Context: an optimization exercise on an open-source flow, tuned for small area, a short achievable clock period and few clock cycles per item. The choices shown serve that exercise and are no tape-out recipe.
No run shown here included a check of the RTL's function; only the layout flow was run.

## flow/design.v (module list and top-level ports; edited modules follow where they fit)
// module best_disp_select: 1671 lines
// module bds_norm: 17 lines
// module bds_tab_n: 80 lines
// module bds_tab_d: 80 lines
module best_disp_select #(
    parameter int unsigned NPIX_LOG2 = 8
) (
    input  logic               clk,
    input  logic               rst,
    input  logic               frame_start,
    input  logic [10:0]        fsum,
    input  logic               valid,
    input  logic               last,
    input  logic [13:0]        g2sum,
    input  logic [10:0]        gsum,
    input  logic [13:0]        fg,
    input  logic [5:0]         place,
    output logic               busy,
    output logic [5:0]         best_place,
    output logic               best_valid,
    output logic               done,
    output logic               overrun
);
  // ...
==> flow/run.sh <==
#!/bin/bash
# synth_recipe.tcl (not shown) runs the flow's synth.tcl, then flattens the netlist and writes it again
# the make line also repeats each setting of config.mk as NAME=value (left out here)
make -C /OpenROAD-flow-scripts/flow DESIGN_CONFIG=/design/flow/config.mk WORK_HOME=/design/flow/orfs CLKGATE_MAP_FILE= SYNTH_SCRIPT=/design/flow/synth_recipe.tcl finish
==> flow/config.mk <==
export PLATFORM = sky130hd
export DESIGN_NAME = best_disp_select
export DESIGN_NICKNAME = best_disp_select
export VERILOG_FILES = /design/flow/design.v
export SDC_FILE = /design/flow/constraint.sdc
export NUM_CORES = 4
export LEC_CHECK = 0
export CAP_MARGIN = 20
export CORE_MARGIN = 2
export CORE_UTILIZATION = 40
export SETUP_SLACK_MARGIN = 5
export SLEW_MARGIN = 20
==> flow/constraint.sdc <==
create_clock -name core_clock -period 12.0 [get_ports {clk}]
set_input_delay 2.4000 -clock core_clock [delete_from_list [all_inputs] [get_ports {clk}]]
set_output_delay 2.4000 -clock core_clock [all_outputs]
set_load 0.01 [all_outputs]
==> flow_summary_export.csv, run 1 <==
group,metric,value,unit
floorplan,num_rows,113,
layout,layoutNonFillerInstCount,5068,
worst_hold_path,hold-path-cell-count,0,
global_route,grt_pass1_vias,26800,
sta,worst_pin_slew,1.04,ns
synth,synthAdderAreaFrac,0.224,
cts,htreeDepth,3,
routing,wl_per_cell,17.0,µm
routing,top_layer_used,"met4",
critical_path,worstSetupEndpointType,"flop",
layout,drive_gt1_frac,0.0886,
floorplan,nWellTaps,1265,
critical_path,cp.arrival,7.06,ns
global_route,antenna_found_initial,0,
sta,tns,0,ns
routing,drtPass1Iterations,5,
layout,area_growth,10.6,%
layout,nNonClkInverters,499,
critical_path,rrSetupSlack,5.48,ns
routing,wl_met2,39100,µm
global_route,use_met1,0.246,
synth,ys_types,112,
routing,viasPerCell,5.22,
layout,nNetsFinal,4349,
cts,cts_buffers,67,
sta,fin_crit_sh,0.544,
run_status,status,"no timing/DRC/antenna violations",
==> inputs of run 2 (changes only) <==
--- a/flow/config.mk
+++ b/flow/config.mk
@@ -9,4 +9,3 @@
 export CORE_MARGIN = 2
 export CORE_UTILIZATION = 40
-export SETUP_SLACK_MARGIN = 5
 export SLEW_MARGIN = 20
==> run 2 against run 1 <==
Sequential share of layout area is essentially flat; hold slack gained 0.016 ns; wire length is essentially flat; fmax shrank 7.3%; non-clock buffer count shrank 1; final cell count is the same; synthesized area is the same; critical path depth is the same; count of clock-buffer cells in the layout shrank 3; still clean.
==> flow_summary_export.csv, run 2 <==
group,metric,value,unit
worst_hold_path,hold_path.class,"reg -> reg",
routing,drtPass1Iterations,6,
floorplan,start_util,0.404,
sta,maxSlewViolCount,0,
sta,setup_viol,0,
cts,cts_sinks,540,
synth,ys_types,112,
critical_path,worstSetupPathType,"reg -> reg",
critical_path,rrSetupSlack,4.97,ns
routing,vias,26400,
critical_path,start_kind,"flop",
synth,yosys-top-cells-area,"edfxtp_1 (27%), fa_1 (13%), dfxtp_1 (10%)",
cts,postCtsSetupBuffers,0,
global_route,grt_pass1_vias,26000,
synth,yosys.area_share.simple,0.146,
critical_path,critical_path_required,12.52,ns
synth,ys_dominant_reg_cell,"edfxtp_1",
synth,synthXorXnorAreaFrac,0.0283,
global_route,overflow,0,
critical_path,worstSetupStartpoint,"s_cnt[0]",
synth,synth_edf_count,345,
synth,synthAdderAreaFrac,0.224,
floorplan,io_pins,71,
synth,synth_fp_nets,4336,
global_route,grt_first_pass_wirelength,141000,µm
worst_hold_path,hold-path-cell-count,0,
synth,synth_top_area_cell,"edfxtp_1",
layout,nNetsFinal,4347,
sta,max_freq,0.142,GHz
critical_path,cp_max_fo,22,
placement,gp_congestion,0.875,
cts,cts_buffers,66,
critical_path,cp.arrival,7.56,ns
global_route,grt_usage,0.177,
synth,synth-seq-cells,540,
synth,synth.mux.area_fraction,0.0257,
synth,ys_seq_area_frac,0.371,
routing,ant_nets,0,
synth,avgSynthCellArea,10.3,µm²
floorplan,num_rows,113,
routing,wl_per_cell,17.0,µm
synth,synth_top_area_frac,0.270,
sta,worst_pin_slew,1.03,ns
cts,cts_resized,0,
cts,cts_root_buffer,"clkbuf_16",
cts,clk_pin_slew,0.06,ns
routing,drtIter0Drc,1693,
synth,synthArstFlopShare,0,
placement,dpl.hpwl,64400,µm
synth,syn_inst,3738,
sta,clock_skew,0.0288,ns
layout,drive_gt1_frac,0.0873,
floorplan,die_h,314,µm
cts,insertion_delay,0.62,ns
layout,biggestRegsByFlops,"r_bk x25, rf_k x25, s_k x25",
cts,holdBufCountCts,0,
sta,tns,0,ns
cts,clockBufferDepth,3,
synth,synthesis.area,38400,µm²
critical_path,critPathCapture,"s_z[22]",
global_route,grt_max_degree,104,
run_status,status,"no timing/DRC/antenna violations",
layout,multiInputGateArea,21600,µm²
cts,htreeDepth,3,
layout,area_growth,10.5,%
placement,io_buffers,70,
flow_run,drv_cap,0,
routing,viasPerCell,5.21,
layout,fillCellCount,8978,
floorplan,die-area,98600,µm²
synth,synth.most_common_cell,"inv_1",
synth,yosysWarnings,4,
sta,max_slew_margin,0.312,
routing,drt_wl_total,86000,µm
critical_path,r2r_cells,25,
synth,synth_top_family_by_area,"adder cells",
synth,synth_compound_area_frac,0.137,
critical_path,r2r_start,"s_cnt[0]",
global_route,antenna_found_initial,0,
synth,synthTopCellsByCount,"inv_1 (489), edfxtp_1 (345), nand2_1 (342), ha_1 (284), fa_1 (253)",
critical_path,worstReg2RegEnd,"s_z[22]",
floorplan,die_w,314,µm
layout,regArea,14300,µm²
floorplan,core_area,95200,µm²
layout,diodes,0,
cts,cts_tree,"built",
layout,layout_commonest_cell,"inv_1",
sta,fin_crit_sh,0.586,
routing,drcViolationCount,0,
critical_path,worstSetupEndpointType,"flop",
layout,final_cell_mix,"inv_1 (488), edfxtp_1 (345), nand2_1 (342)",
sta,finalHoldViolCount,0,
sta,rsz0062_at_grt,"no",
sta,fin_crit,7.03,ns
==> run 2: worst min-delay path by stage <==
stage / start / endpoint / slack [ns]
floorplan: r0_last / r1_last / 0.40
finish: rn_num[8] / rf_num[8] / 0.42
CTS: rn_num[17] / rf_num[17] / 0.42
global placement: rn_den[10] / rf_den[10] / 0.40
global route: rn_den[12] / rf_den[12] / 0.42
detailed placement: rn_den[12] / rf_den[12] / 0.40
==> run 2: logic make-up (layout without fill, tap and decap cells) <==
kind of cell	Yosys count	count (layout)
compound gates	707	707
xor+xnor	124	124
fa+ha+maj	537	537
buf+inv	650	715
flops	540	540
mux	78	78
simple gates	1102	1102
==> run 2: worst max-delay path: stages (launching register included) <==
cell and delay [ns]:
dfxtp_1 0.88, mux4_2 0.60, mux4_2 0.47, nand2_1 0.08, o31a_1 0.13, nor2_1 0.04
buf_4 0.18, and2_1 0.17, ha_1 0.57, and2_1 0.23, ha_1 0.15, inv_1 0.05
fa_1 0.59, inv_1 0.06, ha_1 0.30, a211oi_1 0.32, o21ai_0 0.21, a211o_1 0.32
o31a_1 0.31, a211oi_1 0.24, nor3_1 0.14, a211o_1 0.29, a41oi_1 0.23, xor2_1 0.16
nor2_1 0.05, a211oi_1 0.17
==> run 2: final cells by class <==
cell class | count | share of cell area
multi-input combinational | 2548 | 0.509
clock inverter | 40 | 0.0103
tap | 1265 | 0.0373
sequential | 540 | 0.336
inverter | 499 | 0.0445
clock buffer | 82 | 0.0420
timing repair buffer | 94 | 0.0207
==> run 2: per-layer routing <==
| layer | part of all wire | track usage |
|---|---|---|
| met2 | 0.46 | 0.287 |
| met4 | 0.028 | 0.0538 |
| met3 | 0.038 | 0.0243 |
| met1 | 0.48 | 0.247 |
| met5 | 0 | 0 |
==> run 2: per-stage QoR <==
| step | utilization | hold WS, ns | worst slack [ns] | cell area [µm²] | instances |
|---|---|---|---|---|---|
| after global placement | 0.423 | 0.401 | 4.98 | 40200 | 4946 |
| after detailed placement | 0.423 | 0.405 | 4.90 | 40200 | 4946 |
| after CTS | 0.446 | 0.418 | 4.88 | 42500 | 5068 |
| after global routing | 0.446 | 0.423 | 4.38 | 42500 | 5068 |
| final | 0.446 | 0.415 | 4.97 | 42500 | 5068 |
| after floorplan | - | 0.400 | 2.68 | 38400 | 3738 |

## what the ideal ports hide
No port has a modelled driver above. Below, the same layouts with a new extraction and two added sets of constraints. Step 1 assumes that a clkbuf_16 drives the clock port and a buf_2 every other input. Step 2, shift: input delay + t, output delay - t, t = (earliest + latest rising clock arrival at the registers) / 2. This alone moves slack from input paths to output paths. a / b / c = ideal ports / drivers / drivers and shift; a / b = the first two.
run	t, ns	setup WS [ns]	clock arrival spread, ns	pins driven straight from the clock port
run 1	0.682	5.478 / 5.478 / 5.478	0.025 / 0.025	1
run 2	0.675	4.965 / 4.965 / 4.965	0.029 / 0.030	1
After both steps setup and hold are still met in every run listed.
